Background: an optimization exercise with open tools, aiming at a short achievable clock period and few clock cycles. Do not read the settings as production practice. Function was not checked in any run shown here: the RTL went through the layout flow alone. Power figures rest on the tool's default switching activity, not on a simulated workload.

==> flow/design.v <==
module fetch_stage (
   input  logic        clk,
   input  logic        rst_n,
   input  logic        stall_i,
   input  logic        redirect_i,
   input  logic [29:0] redirect_pc_i,    
   input  logic        uncond_i,         
   input  logic [31:0] imem_data_i,
   output logic [31:0] imem_addr_o,
   output logic [29:0] tgt_o             
);
   logic [29:0] pc_q;
   assign imem_addr_o = {pc_q, 2'b00};
   ks_add #(.W(30)) tgt_i (.a_i(pc_q), .b_i({{14{imem_data_i[15]}}, imem_data_i[15:0]}),
                           .c_i(1'b1), .s_i(tgt_o));
   always_ff @(posedge clk) begin
      if (!rst_n)          pc_q <= 30'h0;
      else if (redirect_i) pc_q <= redirect_pc_i;
      else if (stall_i)    pc_q <= pc_q;
      else if (uncond_i)   pc_q <= tgt_o;
      else                 pc_q <= pc_q + 30'd1;
   end
endmodule
module pipe_ctrl (
   input  logic [31:0] instr_i,
   output logic        is_alu_o,      
   output logic        is_lw_o,
   output logic        is_sw_o,
   output logic        is_beq_o,
   output logic        uncond_o,      
   output logic        use_imm_o,     
   output logic        reg_write_o,   
   output logic [4:0]  dest_o,
   output logic [4:0]  alu_op_o       
);
   localparam [5:0] OP_RTYPE = 6'h00;
   localparam [5:0] OP_BEQ   = 6'h04;
   localparam [5:0] OP_ADDI  = 6'h08;
   localparam [5:0] OP_LW    = 6'h23;
   localparam [5:0] OP_SW    = 6'h2b;
   localparam [5:0] F_ADD = 6'h20;
   localparam [5:0] F_SUB = 6'h22;
   localparam [5:0] F_AND = 6'h24;
   localparam [5:0] F_OR  = 6'h25;
   localparam [5:0] F_SLT = 6'h2a;
   logic [5:0] opcode, funct;
   logic [4:0] rs, rt, rd;
   logic       is_r, is_addi;
   assign opcode = instr_i[31:26];
   assign rs     = instr_i[25:21];
   assign rt     = instr_i[20:16];
   assign rd     = instr_i[15:11];
   assign funct  = instr_i[5:0];
   always_comb begin
      alu_op_o = 5'b00001;
      is_r     = 1'b0;
      if (opcode == OP_RTYPE) begin
         is_r = 1'b1;
         case (funct)
            F_ADD:   alu_op_o = 5'b00001;
            F_SUB:   alu_op_o = 5'b00010;
            F_AND:   alu_op_o = 5'b00100;
            F_OR:    alu_op_o = 5'b01000;
            F_SLT:   alu_op_o = 5'b10000;
            default: is_r = 1'b0;
         endcase
      end
   end
   assign is_addi     = opcode == OP_ADDI;
   assign is_lw_o     = opcode == OP_LW;
   assign is_sw_o     = opcode == OP_SW;
   assign is_beq_o    = opcode == OP_BEQ;
   assign uncond_o    = is_beq_o && (rs == rt);
   assign is_alu_o    = is_r || is_addi;
   assign use_imm_o   = is_addi;
   assign dest_o      = is_r ? rd : rt;
   assign reg_write_o = (is_r || is_addi || is_lw_o) && (dest_o != 5'd0);
endmodule
module reg_file (
   input  logic        clk,
   input  logic [4:0]  rs_i,
   input  logic [4:0]  rt_i,
   input  logic        we_i,
   input  logic [4:0]  wd_i,
   input  logic [31:0] wdata_i,
   output logic [31:0] rs_data_o,
   output logic [31:0] rt_data_o
);
   logic [31:0] regs [1:31];
   always_ff @(posedge clk) begin
      if (we_i) regs[wd_i] <= wdata_i;
   end
   assign rs_data_o = (rs_i == 5'd0) ? 32'h0 :
                      (we_i && wd_i == rs_i) ? wdata_i : regs[rs_i];
   assign rt_data_o = (rt_i == 5'd0) ? 32'h0 :
                      (we_i && wd_i == rt_i) ? wdata_i : regs[rt_i];
endmodule
module exec_stage (
   input  logic [31:0] a_i,
   input  logic [31:0] b_i,
   input  logic        fwd_a_i,
   input  logic        fwd_b_i,
   input  logic [31:0] res_q_i,         
   input  logic [4:0]  alu_op_i,        
   output logic [31:0] alu_y_o,
   output logic [31:0] op_b_o,
   output logic        eq_o
);
   logic [31:0] op_a, op_b;
   logic [31:0] sum, diff;
   logic        lt;
   assign op_a = fwd_a_i ? res_q_i : a_i;
   assign op_b = fwd_b_i ? res_q_i : b_i;
   ks_add #(.W(32)) add_i (.a_i(op_a), .b_i(op_b),  .c_i(1'b0), .s_i(sum));
   ks_add #(.W(32)) sub_i (.a_i(op_a), .b_i(~op_b), .c_i(1'b1), .s_i(diff));
   assign lt = (op_a[31] ^ op_b[31]) ? op_a[31] : diff[31];
   assign alu_y_o = ({32{alu_op_i[0]}} & sum)
                  | ({32{alu_op_i[1]}} & diff)
                  | ({32{alu_op_i[2]}} & (op_a & op_b))
                  | ({32{alu_op_i[3]}} & (op_a | op_b))
                  | {31'h0, alu_op_i[4] & lt};
   assign op_b_o = op_b;
   assign eq_o   = op_a == op_b;
endmodule
module ks_add #(
   parameter int W = 32
) (
   input  logic [W-1:0] a_i,
   input  logic [W-1:0] b_i,
   input  logic         c_i,
   output logic [W-1:0] s_i
);
   localparam int L = $clog2(W);
   logic [W-1:0] p0;
   logic [W-1:0] g [0:L];
   logic [W-1:0] p [0:L];
   assign p0   = a_i ^ b_i;
   assign g[0] = (a_i & b_i) | {{(W-1){1'b0}}, p0[0] & c_i};
   assign p[0] = p0;
   for (genvar l = 0; l < L; l++) begin : lvl
      for (genvar i = 0; i < W; i++) begin : bit_
         if (i >= (1 << l)) begin : comb
            assign g[l+1][i] = g[l][i] | (p[l][i] & g[l][i-(1<<l)]);
            assign p[l+1][i] = p[l][i] & p[l][i-(1<<l)];
         end else begin : pass
            assign g[l+1][i] = g[l][i];
            assign p[l+1][i] = p[l][i];
         end
      end
   end
   assign s_i = p0 ^ {g[L][W-2:0], c_i};
endmodule
module mem_wb_stage (
   input  logic        is_lw_i,
   input  logic        is_sw_i,
   input  logic [31:0] addr_i,
   input  logic [31:0] store_data_i,
   input  logic [31:0] alu_y_i,
   output logic        dmem_re_o,
   output logic        dmem_we_o,
   output logic [31:0] dmem_addr_o,
   output logic [31:0] dmem_wdata_o,
   input  logic [31:0] dmem_rdata_i,
   output logic [31:0] result_o
);
   assign dmem_re_o    = is_lw_i;
   assign dmem_we_o    = is_sw_i;
   assign dmem_addr_o  = addr_i;
   assign dmem_wdata_o = store_data_i;
   assign result_o     = is_lw_i ? dmem_rdata_i : alu_y_i;
endmodule
module mips_pipe (
   input  logic        clk,
   input  logic        rst_n,
   output logic [31:0] imem_addr_o,
   input  logic [31:0] imem_data_i,
   output logic        dmem_re_o,
   output logic        dmem_we_o,
   output logic [31:0] dmem_addr_o,
   output logic [31:0] dmem_wdata_o,
   input  logic [31:0] dmem_rdata_i
);
   logic        f_is_alu, f_is_lw, f_is_sw, f_is_beq, f_uncond, f_use_imm, f_reg_write;
   logic [4:0]  f_dest, f_alu_op;
   logic [29:0] f_tgt;
   logic [31:0] f_rs_data, f_rt_data;
   logic [4:0]  f_rs, f_rt;
   logic        stall, redirect, kill_d;
   logic [29:0] redirect_pc;
   logic        d_valid;
   logic        d_is_alu, d_is_lw, d_is_sw, d_is_beq, d_uncond, d_use_imm, d_reg_write;
   logic [4:0]  d_dest, d_alu_op, d_rs, d_rt;
   logic [31:0] d_imm;
   logic        d_imm1;
   logic [29:0] d_tgt;
   logic [31:0] d_a_raw, d_b_raw;
   logic        d_fa, d_fb;
   logic        e_alu, e_lw, e_sw, e_beq, e_reg_write, e_imm1;
   logic [4:0]  e_dest, e_alu_op;
   logic [31:0] e_a, e_b, e_addr;
   logic        e_fa, e_fb;
   logic [29:0] e_tgt;
   logic [31:0] res_q;
   logic [31:0] result;
   logic        w_we;
   logic [4:0]  w_dest;
   logic [31:0] w_data;
   assign f_rs = imem_data_i[25:21];
   assign f_rt = imem_data_i[20:16];
   pipe_ctrl dec_i (
      .instr_i     (imem_data_i),
      .is_alu_o    (f_is_alu),
      .is_lw_o     (f_is_lw),
      .is_sw_o     (f_is_sw),
      .is_beq_o    (f_is_beq),
      .uncond_o    (f_uncond),
      .use_imm_o   (f_use_imm),
      .reg_write_o (f_reg_write),
      .dest_o      (f_dest),
      .alu_op_o    (f_alu_op)
   );
   fetch_stage fetch_i (
      .clk           (clk),
      .rst_n         (rst_n),
      .stall_i       (stall),
      .redirect_i    (redirect),
      .redirect_pc_i (redirect_pc),
      .uncond_i      (f_uncond),
      .imem_data_i   (imem_data_i),
      .imem_addr_o   (imem_addr_o),
      .tgt_o         (f_tgt)
   );
   reg_file regs_i (
      .clk       (clk),
      .rs_i      (f_rs),
      .rt_i      (f_rt),
      .we_i      (w_we),
      .wd_i      (w_dest),
      .wdata_i   (w_data),
      .rs_data_o (f_rs_data),
      .rt_data_o (f_rt_data)
   );
   always_ff @(posedge clk) begin
      if (!rst_n) begin
         d_valid <= 1'b0;
      end else if (redirect) begin
         d_valid <= 1'b0;
      end else if (!stall) begin
         d_valid <= 1'b1;
      end
   end
   always_ff @(posedge clk) begin
      if (stall) begin
         d_a_raw <= d_fa ? res_q : d_a_raw;
         d_b_raw <= d_fb ? res_q : d_b_raw;
         d_fa    <= e_reg_write && e_dest == d_rs;
         d_fb    <= e_reg_write && e_dest == d_rt;
      end else begin
         d_is_alu    <= f_is_alu;
         d_is_lw     <= f_is_lw;
         d_is_sw     <= f_is_sw;
         d_is_beq    <= f_is_beq;
         d_uncond    <= f_uncond;
         d_use_imm   <= f_use_imm;
         d_reg_write <= f_reg_write;
         d_dest      <= f_dest;
         d_alu_op    <= f_alu_op;
         d_rs        <= f_rs;
         d_rt        <= f_rt;
         d_imm       <= {{16{imem_data_i[15]}}, imem_data_i[15:0]};
         d_imm1      <= imem_data_i[15:0] == 16'd1;
         d_tgt       <= f_tgt;
         d_a_raw     <= f_rs_data;
         d_b_raw     <= f_rt_data;
         d_fa        <= e_reg_write && e_dest == f_rs;
         d_fb        <= e_reg_write && e_dest == f_rt;
      end
   end
   logic [31:0] d_a, d_b;
   logic        d_ea, d_eb;
   assign d_a  = d_fa ? res_q : d_a_raw;
   assign d_b  = d_fb ? res_q : d_b_raw;
   assign d_ea = e_reg_write && e_dest == d_rs;
   assign d_eb = e_reg_write && e_dest == d_rt;
   assign stall = d_valid && (d_is_lw || d_is_sw) && d_ea;
   logic [31:0] addr_sum;
   ks_add #(.W(32)) agu_i (.a_i(d_a), .b_i(d_imm), .c_i(1'b0), .s_i(addr_sum));
   logic d_go;
   assign d_go = d_valid && !stall && !redirect && !kill_d;
   always_ff @(posedge clk) begin
      if (!rst_n) begin
         e_alu       <= 1'b0;
         e_lw        <= 1'b0;
         e_sw        <= 1'b0;
         e_beq       <= 1'b0;
         e_reg_write <= 1'b0;
      end else begin
         e_alu       <= d_go && d_is_alu;
         e_lw        <= d_go && d_is_lw;
         e_sw        <= d_go && d_is_sw;
         e_beq       <= d_go && d_is_beq && !d_uncond;
         e_reg_write <= d_go && d_reg_write;
      end
   end
   always_ff @(posedge clk) begin
      e_dest   <= d_dest;
      e_alu_op <= d_alu_op;
      e_imm1   <= d_imm1;
      e_tgt    <= d_tgt;
      e_a      <= d_a;
      e_b      <= d_use_imm ? d_imm : d_b;
      e_fa     <= d_ea;
      e_fb     <= d_eb && !d_use_imm;
      e_addr   <= addr_sum;
   end
   logic [31:0] alu_y, op_b;
   logic        eq;
   exec_stage exec_i (
      .a_i      (e_a),
      .b_i      (e_b),
      .fwd_a_i  (e_fa),
      .fwd_b_i  (e_fb),
      .res_q_i  (res_q),
      .alu_op_i (e_alu_op),
      .alu_y_o  (alu_y),
      .op_b_o   (op_b),
      .eq_o     (eq)
   );
   mem_wb_stage mem_i (
      .is_lw_i      (e_lw),
      .is_sw_i      (e_sw),
      .addr_i       (e_addr),
      .store_data_i (op_b),
      .alu_y_i      (alu_y),
      .dmem_re_o    (dmem_re_o),
      .dmem_we_o    (dmem_we_o),
      .dmem_addr_o  (dmem_addr_o),
      .dmem_wdata_o (dmem_wdata_o),
      .dmem_rdata_i (dmem_rdata_i),
      .result_o     (result)
   );
   logic taken;
   assign taken       = e_beq && eq;
   assign kill_d      = taken && e_imm1 && d_valid && !d_uncond;
   assign redirect    = taken && !kill_d;
   assign redirect_pc = e_tgt;
   always_ff @(posedge clk) begin
      res_q <= result;
   end
   always_ff @(posedge clk) begin
      if (!rst_n) w_we <= 1'b0;
      else        w_we <= e_reg_write;
      w_dest <= e_dest;
      if (e_reg_write) w_data <= result;
   end
endmodule
==> flow/run.sh <==
#!/bin/bash
# synth_recipe.tcl (not shown) runs the flow's synth.tcl, then flattens the netlist and writes it again
# the make line also repeats each setting of config.mk as NAME=value (left out here)
make -C /OpenROAD-flow-scripts/flow DESIGN_CONFIG=/design/flow/config.mk WORK_HOME=/design/flow/orfs CLKGATE_MAP_FILE= SYNTH_SCRIPT=/design/flow/synth_recipe.tcl finish
==> flow/config.mk <==
export PLATFORM = sky130hd
export DESIGN_NAME = mips_pipe
export DESIGN_NICKNAME = mips_pipe
export VERILOG_FILES = /design/flow/design.v
export SDC_FILE = /design/flow/constraint.sdc
export NUM_CORES = 4
export LEC_CHECK = 0
export CAP_MARGIN = 20
export CORE_MARGIN = 2
export CORE_UTILIZATION = 40
export SETUP_SLACK_MARGIN = 4.0
export SLEW_MARGIN = 20
==> flow/constraint.sdc <==
create_clock -name core_clock -period 7.0 [get_ports {clk}]
set_input_delay 1.4000 -clock core_clock [delete_from_list [all_inputs] [get_ports {clk}]]
set_output_delay 1.4000 -clock core_clock [all_outputs]
set_load 0.01 [all_outputs]
==> results list, run 1 <==
* Result of the run: no timing/DRC/antenna violations
- Leaving out fill and tap cells, the most frequent cells in the layout are edfxtp_1, mux4_2, buf_4.
- Counting distinct cell types in the post-synthesis netlist gives 93.
- The initial antenna violation count came to 6.
* Nets@finish: 5,333
- Post-Syn Instances: 4,604
- Clk slew on worst S/H paths: roughly 0.06 ns
- Area of the multi-input gates: 31,100 um2
- Highest routed metal layer: met5
- First-pass GRT wire length: 337 mm
- The worst path needs around 4.4 ns of the cycle, external delays included.
- The total count of hold-check failures in the final report came to 0.
- Number of buffers on the longest clock path: 3
* Remaining antenna violation count after routing: 0
- The most critical setup path has its endpoint at w_data[0].
* Smallest setup slack after layout: 2.59 ns
- Die boundary height: a little over 400 um
- Most frequent standard cell in the layout excluding fill and tap cells: edfxtp_1
* Register area share after synthesis: ~57%
- Summed over all layers, the global routing overflow is 0.
- The number of global-route vias before repair is ~46,000.
- In this run the worst path has a maximum fanout of 10.
- Detailed-route vias per instance: 6.30
- Layout filler cell count: between 10,000 and 15,000
- Largest area contributor in the synthesized netlist: edfxtp_1
- Yosys printed 10 warnings.
- The wire-length estimate of the detail-placed layout is about 140 mm.
- Largest cells by area after synthesis: edfxtp_1, mux4_2, dfxtp_1
- The critical path is of the reg -> reg type.
* Aggregate routed wire length: ~240 mm
- Total power divided by cell area: between 200 and 250 nW/um2
- Final-layout worst hold slack: about 0.33 ns
- Final setup vio count: 0
- CP max stage cell: ha_2
* Largest stage delay on the critical path: approximately 0.47 ns
- Share of final-layout standard cells stronger than drive strength 1: about two fifths
- Die boundary width: around 410 um
* # clock sinks: 1,375
- Max-capacitance violation count: 0
- Hold repair after CTS inserted 0 buffers.
- IR drop worst, VDD: between 150 and 200 uV
- Seq cells post-synth: 1,375
- H-tree level count: 4
- Detailed routing placed a total of 20.1 mm of wire on met3.
* Async set or reset register ratio after synthesis: 0%
* Met1 Routed Length: about 90 mm
* Initial detailed-routing violation count: approximately 5,700
- Tracing the worst setup path back leads to its startpoint at e_fa.
- Area growth from synthesis to layout: 26.6%
- The routed layout has 46,800 vias.
- Clock buffers created by TritonCTS: approximately 150
* Worst reg2reg path depth: 15
- DRC violation count after routing: 0
* Cell breakdown of the critical path: buf_12 > mux2i_2 > ha_2 > nor3_2 > nand2_1 > a21o_1 > o211ai_1 > a21oi_2 > o31a_1 > o21a_1 > o31a_1 > fa_2 > a22oi_2 > o211ai_1 > mux2_4
- Counting both buffers and inverters, the worst setup path holds a total of 1.
* Port buffer count: 161
* Final Non-Filler Cells: ~7,400
* First-pass iteration count of the detailed router: 6
- On the final layout, the worst clock skew is approximately 0.022 ns.
- Adding up every negative setup slack in the final design gives 0 ns.
* Setup repair after global routing missed its margin: true
- Post-placement setup slack: between 1.5 and 2 ns
- Global routing used between 20% and 30% of the available tracks.
* Max Transition Viols Final: 0
- Ports: 164
- For the pin with the worst max-slew slack, the measured transition is around 1.2 ns.
- Among cell families on the critical path, the largest total delay comes from compound AO/OA/AOI/OAI gates.
* Sum of met2 wire segment lengths after detailed routing: 114 mm
- The setup check on the worst reg-to-reg path leaves a slack of ~2.6 ns.
- The top cell type by area accounts for 48.9% of the synthesized area.
* Critical path capture point type: flip-flop
- Cell leakage power: 0.0295 uW
* Top achievable clock speed: 227 MHz
- Clock insertion delay at the later pin of the skew report: a little under 0.8 ns
- The worst setup path is launched from a flip-flop.
- For this run, the leading register cell type out of synthesis is edfxtp_1.
* EDFF count, synth: roughly 1,100
* Global placement routability congestion: between 0.8 and 0.9
- Once the floorplan was initialized, standard cells occupied between 40 and 50% of the core.
- The endpoint identified for the worst register-to-register timing path is w_data[0].
- Final period util: a little over three fifths
* Wirelength per Cell: roughly 32 um
- The worst register-to-register path begins at e_fa.
- The number of placed instances, taps included, is ~6,800.
* Total standard cell area after synthesis: 67,400 um2
- Die area: 172,000 um2
* Count of standard-cell rows: 150
* Logic depth of the worst setup path including buffers: 15
* Critical path required time: 7.54 ns
- Hold Crit Class: reg -> reg
- Dividing the synthesized area by the synthesized cell count gives 14.6 um2.
- Data arrives at the worst endpoint at 4.95 ns.
- Area of the core: ~170,000 um2
- The worst pin sits at a relative slew slack of between 20 and 25%.
* Pin count of the biggest net entering global routing: 60
* CTS tree: built
- Reg area: between 30,000 and 40,000 um2
- CTS placed an instance of clkbuf_16 at the clock tree root.
## power breakdown
part / internal, uW / switching, uW / total [uW]
registers: 9040 / 321 / 9360
logic: 1750 / 2110 / 3860
clock network: 4610 / 3340 / 7960
total: 15400 / 5780 / 21200
## what timing repair did
| action | CTS | global route |
|---|---|---|
| gates cloned | 29 | 6 |
| setup buffers | 196 | 144 |
| gates resized for setup | 887 | 237 |
| setup endpoints to repair | 476 | 325 |
| pin swaps | 125 | 157 |
## per-layer routing
| metal | vias up | global-route usage (%) |
|---|---|---|
| met5 | - | 0 |
| met4 | 2 | 14.0 |
| met1 | 24300 | 34.7 |
| met2 | 2446 | 44.0 |
| met3 | 579 | 4.82 |
| li1 | 19500 | - |
## worst reg2reg max path: stages (launching register included)
cell and delay [ns]:
dfxtp_4 0.37, buf_12 0.18, mux2i_2 0.46, ha_2 0.47
nor3_2 0.25, nand2_1 0.13, a21o_1 0.19, o211ai_1 0.22
a21oi_2 0.14, o31a_1 0.33, o21a_1 0.20, o31a_1 0.32
fa_2 0.35, a22oi_2 0.15, o211ai_1 0.11, mux2_4 0.29
## cell type report
cell class / instances / area share (%)
Multi-Input combinational cell: 2773 / 36.5
Clock buffer: 197 / 4.89
Inverter: 146 / 0.701
Clock inverter: 68 / 0.830
Tap cell: 2204 / 3.23
Antenna cell: 3 / 0.00880
Timing Repair Buffer: 665 / 8.65
Sequential cell: 1375 / 45.2
## how the worst min path moves through the flow
stage                      from           to  slack [ns]  depth (start not counted)
floorplan           d_alu_op[0]  e_alu_op[0]        0.32                          0
global placement      d_tgt[29]    e_tgt[29]        0.32                          0
detailed placement  d_alu_op[1]  e_alu_op[1]        0.33                          0
CTS                   d_tgt[13]    e_tgt[13]        0.34                          0
global route          d_tgt[13]    e_tgt[13]        0.34                          0
finish                d_tgt[13]    e_tgt[13]        0.33                          0
## per-stage QoR
stage                     utilization [%]  total power (uW)  cell area (um2)
after global placement               43.6             12400            72900
final                                51.0             21200            85300
after global routing                 51.0             21800            85300
after CTS                            49.6             20900            82900
after detailed placement             43.6             12400            73000
after floorplan                         -             11300            69300
## cells in the mapped netlist, types with 19 or more instances
cell,instances
nor2_1,190
o22ai_1,44
edfxtp_1,1097
buf_1,59
o2bb2ai_1,32
a21oi_1,369
buf_2,49
nand4_1,21
o21a_1,19
dfxtp_1,278
o21ai_0,170
a221oi_1,77
ha_1,157
clkbuf_1,197
o221ai_1,21
xor2_1,44
o211ai_1,35
nand3_1,52
nor3_1,97
xnor2_1,76
nand2_1,144
mux4_2,482
o21bai_1,23
inv_1,143
a21o_1,37
nor4_1,19
mux2i_1,217
nor2b_1,67
mux2_2,106
## registers in the layout, indices dropped and copies added, names as in the netlist, 32 cells and up
signal,flops
d_b_raw,32
e_a,32
regs_i.regs,992
res_q,32
e_b,32
e_addr,32
w_data,32
d_a_raw,32
## kinds of logic after synthesis
group / synth area share [%]
other: 0.00557
AND/OR/NAND/NOR: 5.09
AO/OA/AOI/OAI: 9.28
XOR/XNOR: 1.56
flip-flops: 57.2
adder cells (fa/ha/maj): 3.03
multiplexers: 21.1
buffers and inverters: 2.75
==> inputs of run 2 (changes only) <==
--- a/flow/design.v
+++ b/flow/design.v
@@ -13,4 +13,3 @@
    assign imem_addr_o = {pc_q, 2'b00};
-   ks_add #(.W(30)) tgt_i (.a_i(pc_q), .b_i({{14{imem_data_i[15]}}, imem_data_i[15:0]}),
-                           .c_i(1'b1), .s_i(tgt_o));
+   assign tgt_o = pc_q + {{14{imem_data_i[15]}}, imem_data_i[15:0]} + 30'd1;
    always_ff @(posedge clk) begin
@@ -92,6 +91,4 @@
    end
-   assign rs_data_o = (rs_i == 5'd0) ? 32'h0 :
-                      (we_i && wd_i == rs_i) ? wdata_i : regs[rs_i];
-   assign rt_data_o = (rt_i == 5'd0) ? 32'h0 :
-                      (we_i && wd_i == rt_i) ? wdata_i : regs[rt_i];
+   assign rs_data_o = (rs_i == 5'd0) ? 32'h0 : regs[rs_i];
+   assign rt_data_o = (rt_i == 5'd0) ? 32'h0 : regs[rt_i];
 endmodule
@@ -113,5 +110,5 @@
    assign op_b = fwd_b_i ? res_q_i : b_i;
-   ks_add #(.W(32)) add_i (.a_i(op_a), .b_i(op_b),  .c_i(1'b0), .s_i(sum));
-   ks_add #(.W(32)) sub_i (.a_i(op_a), .b_i(~op_b), .c_i(1'b1), .s_i(diff));
-   assign lt = (op_a[31] ^ op_b[31]) ? op_a[31] : diff[31];
+   assign sum  = op_a + op_b;
+   assign diff = op_a - op_b;
+   assign lt   = $signed(op_a) < $signed(op_b);
    assign alu_y_o = ({32{alu_op_i[0]}} & sum)
@@ -124,30 +121,2 @@
 endmodule
-module ks_add #(
-   parameter int W = 32
-) (
-   input  logic [W-1:0] a_i,
-   input  logic [W-1:0] b_i,
-   input  logic         c_i,
-   output logic [W-1:0] s_i
-);
-   localparam int L = $clog2(W);
-   logic [W-1:0] p0;
-   logic [W-1:0] g [0:L];
-   logic [W-1:0] p [0:L];
-   assign p0   = a_i ^ b_i;
-   assign g[0] = (a_i & b_i) | {{(W-1){1'b0}}, p0[0] & c_i};
-   assign p[0] = p0;
-   for (genvar l = 0; l < L; l++) begin : lvl
-      for (genvar i = 0; i < W; i++) begin : bit_
-         if (i >= (1 << l)) begin : comb
-            assign g[l+1][i] = g[l][i] | (p[l][i] & g[l][i-(1<<l)]);
-            assign p[l+1][i] = p[l][i] & p[l][i-(1<<l)];
-         end else begin : pass
-            assign g[l+1][i] = g[l][i];
-            assign p[l+1][i] = p[l][i];
-         end
-      end
-   end
-   assign s_i = p0 ^ {g[L][W-2:0], c_i};
-endmodule
 module mem_wb_stage (
@@ -204,5 +173,2 @@
    logic [31:0] result;
-   logic        w_we;
-   logic [4:0]  w_dest;
-   logic [31:0] w_data;
    assign f_rs = imem_data_i[25:21];
@@ -236,5 +202,5 @@
       .rt_i      (f_rt),
-      .we_i      (w_we),
-      .wd_i      (w_dest),
-      .wdata_i   (w_data),
+      .we_i      (e_reg_write),
+      .wd_i      (e_dest),
+      .wdata_i   (result),
       .rs_data_o (f_rs_data),
@@ -285,4 +251,2 @@
    assign stall = d_valid && (d_is_lw || d_is_sw) && d_ea;
-   logic [31:0] addr_sum;
-   ks_add #(.W(32)) agu_i (.a_i(d_a), .b_i(d_imm), .c_i(1'b0), .s_i(addr_sum));
    logic d_go;
@@ -313,3 +277,3 @@
       e_fb     <= d_eb && !d_use_imm;
-      e_addr   <= addr_sum;
+      e_addr   <= d_a + d_imm;
    end
@@ -349,8 +313,2 @@
    end
-   always_ff @(posedge clk) begin
-      if (!rst_n) w_we <= 1'b0;
-      else        w_we <= e_reg_write;
-      w_dest <= e_dest;
-      if (e_reg_write) w_data <= result;
-   end
 endmodule
--- a/flow/config.mk
+++ b/flow/config.mk
@@ -10,3 +10,2 @@
 export CORE_UTILIZATION = 40
-export SETUP_SLACK_MARGIN = 4.0
 export SLEW_MARGIN = 20
==> run 2 against run 1 <==
  * Highest routed layer unchanged
  * Hold slack worse by 0.011 ns
  * Register-to-register slack lost 0.71 ns
  * Critical endpoint is now regs_i.regs[13][31]
  * Clock-buffer cell count fell by 11
  * Design area shrank 12%
  * Flip-flop and latch count is 38 lower
  * Power down 0.48%
  * Still clean on timing, DRC and antenna
  * Sequential power up 5.4%
  * Largest cell class unchanged
  * Wire length is 8.7% lower
==> results list, run 2 <==
- The number of vias in the routed layout is 43,500 (-7.1%).
- On the critical path, the stage with the largest delay is an instance of dfxtp_2.
- The cell area power density came to 281 nW/um2 (+13%).
- Cell leakage power: 0.0251 uW (-15%)
- Detailed-route vias per instance: 6.29 (-0.11%)
* Hold-critical path endpoint: e_tgt[15]
- Largest area contributor in the synthesized netlist: edfxtp_1
- The post-route antenna net violation count came to 0 (unchanged).
- The core footprint is 163,000 um2 (-2.8%).
- The depth of the most critical reg-to-reg path was 14 (-1).
* Number of distinct library cell variants in the gate-level netlist after synthesis: 79 (-15%)
- Cell repeated most along the worst path: o21ai_0
- Hold-fix buffer count after cts: 0 (unchanged)
- The cell row count came to 148 (-1.3%).
- Routed signal wires occupy layers up through met5.
- Number of buffers on the longest clock path: 3 (unchanged)
- The period utilization was 73.2% (+10 points).
- Setup repair after global routing left no endpoint under its margin.
- The top fanout value on the critical path was 32 (+22).
- Ports: 164 (unchanged)
- EDFF count, synth: 1,065 (-2.9%)
* Smallest setup slack after layout: 1.88 ns (-0.714 ns)
* Register with the highest flop count: regs_i.regs
* Detail Route met3 WL: 21.2 mm (+5.5%)
- Top achievable clock speed: 195 MHz (-14%)
* Die boundary width: 409 um (-1.4%)
* Area growth from synthesis to layout: 14.3%
- Layout filler cell count: 14,200 (+2.9%)
* Vias in the first global route: 42,800 (-7.9%)
- The CTS clock-pin slew for the worst setup and hold paths is 0.06 ns (about the same).
- The sequential element share of the synthesized area is 57.2% (about the same).
* Initial detailed-routing violation count: 5,708 (+0.46%)
* Clock insertion delay at the later pin of the skew report: 0.81 ns (+0.02 ns)
- The HPWL after detailed placement was 138 mm (-2.0%).
- Wirelength per Cell: 31.5 um (-1.8%)
- The total of warnings raised by yosys came to 4 (-6).
- CTS Root Buffer Type: clkbuf_16
- Kind of critical path: reg -> reg
- Dominant cell by count in the synthesized netlist: edfxtp_1
- The die height came to 409 um (-1.4%).
- Sum of met2 wire segment lengths after detailed routing: 100 mm (-12%)
- The initial antenna violation count was 12 (+6).
- The total of max-cap violations is 0 (unchanged).
- The clock period minus final worst setup slack is 5.12 ns (+0.714 ns).
- The worst slew margin relative to its limit came to 18.4% (-4.0 points).
- The count of buffering cells on the critical path with inverters included is 3 (+2).
* Reg area: 37,400 um2 (-3.0%)
- Critical path capture point type: flip-flop
* Post-placement setup slack: 1.55 ns (-0.294 ns)
* Aggregate routed wire length: 218 mm (-8.7%)
- The gate count after technology mapping came to 4,497 (-2.3%).
- STA classifies the critical path startpoint as a flip-flop.
- Highest-count cells in the layout ignoring fill and taps: edfxtp_1, mux4_2, a21oi_1
- The summed instance area of the synthesized netlist is 65,500 um2 (-2.8%).
- Setup tns final: 0 ns (unchanged)
- Min-Delay Startpoint: d_tgt[15]
- The area fraction of the dominant cell type after synthesis is 48.8% (-0.049 points).
- First-pass iteration count of the detailed router: 7 (+1)
- Port buffer count: 161 (unchanged)
* Final Skew: 0.0490 ns (+0.0265 ns)
- The cell count of the worst hold path was 0 (unchanged).
- Max Transition Viols Final: 0 (unchanged)
- The total setup violations reported at the end of the flow is 0 (unchanged).
- Cell breakdown of the critical path: buf_4 > mux2i_1 > ha_1 > inv_1 > o31ai_1 > nor2_1 > a21o_1 > o21ai_0 > a21oi_1 > o21ai_0 > mux2i_1 > o21ai_0 > a32oi_2 > buf_4
- The worst voltage drop across the vdd grid came to 251 uV (+31%).
- After synthesis, the cell types taking the most area are edfxtp_1, mux4_2, dfxtp_1.
- Critical path data arrival time: 5.69 ns (+0.74 ns)
- Tot Pwr: 21,100 uW (-0.48%)
- Post-CTS setup buffer count: 0 (-100%)
- The clock buffer count from CTS is 144 (-0.69%).
- TritonCTS built the clock tree.
* First-pass GRT wire length: 309 mm (-8.3%)
* Total of cells resized after clock tree synthesis: 0 (-100%)
* Largest stage delay on the critical path: 0.67 ns (+0.20 ns)
* Share of final-layout standard cells stronger than drive strength 1: 21.1% (-17 points)
- The slew at the pin with the worst max-slew slack was 1.22 ns (+0.0602 ns).
- The final weighted congestion in routability-driven placement was 0.930 (+4.6%).
- Critical path required time: 7.57 ns (+0.03 ns)
- The count of cell instances traversed by the critical path was 14 (-1).
- Nets@finish: 4,848 (-9.1%)
* Largest delay contributor family on the critical path: compound AO/OA/AOI/OAI gates
- R2r endpoint: regs_i.regs[13][31]
- Most frequently used flop master after synthesis: edfxtp_1
- H-tree level count: 4 (unchanged)
- Met1 Routed Length: 88.1 mm (-2.6%)
* Die area: 167,000 um2 (-2.8%)
* Hold Crit Class: reg -> reg
- Initial standard-cell utilization of the core: 40.3% (about the same)
- Top cells by instance count after synthesis: edfxtp_1, mux4_2, a21oi_1
* Area of the multi-input gates: 26,800 um2 (-14%)
* Number of flip-flops under the largest register name: 992 (unchanged)
* Result of the run: no timing/DRC/antenna violations
- # clock sinks: 1,337 (-2.8%)
* Internal reg-to-reg setup slack: 1.88 ns (-0.71 ns)
- The library cell used most frequently in the layout, excluding fill and tap cells, is edfxtp_1.
* Fin. Hold Viols: 0 (unchanged)
* Mean cell area of the mapped netlist: 14.6 um2 (-0.51%)
* Final Core Density: 46.0% (-5.0 points)
- Crit Reg-Reg Startpoint: e_fb
* Pin count of the biggest net entering global routing: 68 (+13%)
* Overall fraction of global-route tracks in use: 25.6% (-1.4 points)
- The share of async-settable or async-resettable flops after synthesis is 0% (unchanged).
- The overall overflow remaining after global route is 0 (unchanged).
- The total of flip-flops plus latches after synthesis was 1,337 (-2.8%).
- DRC violation count after routing: 0 (unchanged)
## run 2: changes by cell type in the layout (fill, tap and decap cells not counted), sizes merged, moves of 35 or more
cell           delta
buf             -396
clkdlybuf4s50   +116
a21oi            -80
dlygate4sd2      -64
nor3             -58
mux4             -44
o31ai            +41
nor2             +40
mux2i            +35
o32ai            +35
## run 2: cells by family (layout without fill, tap and decap cells)
| logic type | after synthesis | in the layout | share of synthesized area, % |
|---|---|---|---|
| muxes | 824 | 824 | 21.2 |
| buffers and inverters | 460 | 699 | 2.69 |
| adders and majority gates | 162 | 162 | 3.14 |
| DFF | 1337 | 1337 | 57.2 |
| xor gates and xnor gates | 95 | 95 | 1.27 |
| AOI/OAI and AO/OA | 962 | 962 | 9.76 |
| and+or+nand+nor | 656 | 656 | 4.74 |
| other | 1 | 4 | 0.00573 |
## run 2: report_power, final
| group | leakage, uW | total, uW | internal (uW) | switching [uW] |
|---|---|---|---|---|
| Combinational | 0.0109 | 3670 | 1230 | 2450 |
| Sequential | 0.0120 | 9870 | 9580 | 286 |
| Clock | 0.00225 | 7530 | 4210 | 3330 |
| Total | 0.0251 | 21100 | 15000 | 6060 |
## run 2: area by class of cell
class	instances	share of cell area (%)
Tap cell	2175	3.64
Multi-Input combinational cell	2701	35.8
Clock buffer	186	5.18
Clock inverter	77	1.08
Antenna cell	2	0.00669
Inverter	146	0.739
Sequential cell	1337	50.0
Timing Repair Buffer	290	3.57
## run 2: through the flow
stage | instances | hold WS (ns) | cell area, um2
2_1_floorplan | 4498 | 0.323 | 65500
3_3_place_gp | 6648 | 0.323 | 70100
3_5_place_dp | 6649 | 0.327 | 70200
4_1_cts | 6912 | 0.327 | 74800
5_1_grt | 6912 | 0.345 | 74900
6_report | 6914 | 0.324 | 74900
## run 2: worst max path at each step
stage,endpoint,from,slack (ns)
after floorplan,regs_i.regs[10][29],e_fb,1.54
after global placement,fetch_i.pc_q[28],imem_data_i[0],1.60
after detailed placement,d_tgt[28],imem_data_i[0],1.55
after CTS,regs_i.regs[13][31],e_fb,1.88
after global routing,regs_i.regs[10][31],e_fb,1.50
final,regs_i.regs[13][31],e_fb,1.88
## run 2: per-layer routing
metal  GRT usage (%)  up-vias
met4            9.31        4
met2            40.3     2328
li1                -    18300
met5               0        -
met1            35.0    22500
met3            5.55      401

==> afterwards: timing with drivers on the ports <==
In the flow no input, the clock included, has a driving cell. The finished layouts below were timed again as built, in two steps. Step 1, drivers: a clkbuf_16 drives clk and a buf_2 each remaining input, both assumed. Step 2, shift: input delay + t, output delay - t, t = (earliest + latest rising clock arrival at the registers) / 2. This alone moves slack from input paths to output paths. Slacks: ideal / step 1 / step 2; pairs: ideal / step 1.
| run | t, ns | slack for setup (ns) | worst setup path at the end | slew at the worst register clock pin (ns) |
|---|---|---|---|---|
| run 1 | 0.879 | 2.592 / 2.592 / 2.592 | register to register | 0.07 / 0.07 |
| run 2 | 0.877 | 1.878 / 1.878 / 1.520 | input to register | 0.07 / 0.07 |
After both steps every run listed still meets setup and hold. The setup slack of run 2, which loses most, moves by 0.000 ns with the drivers and by -0.358 ns with both steps.
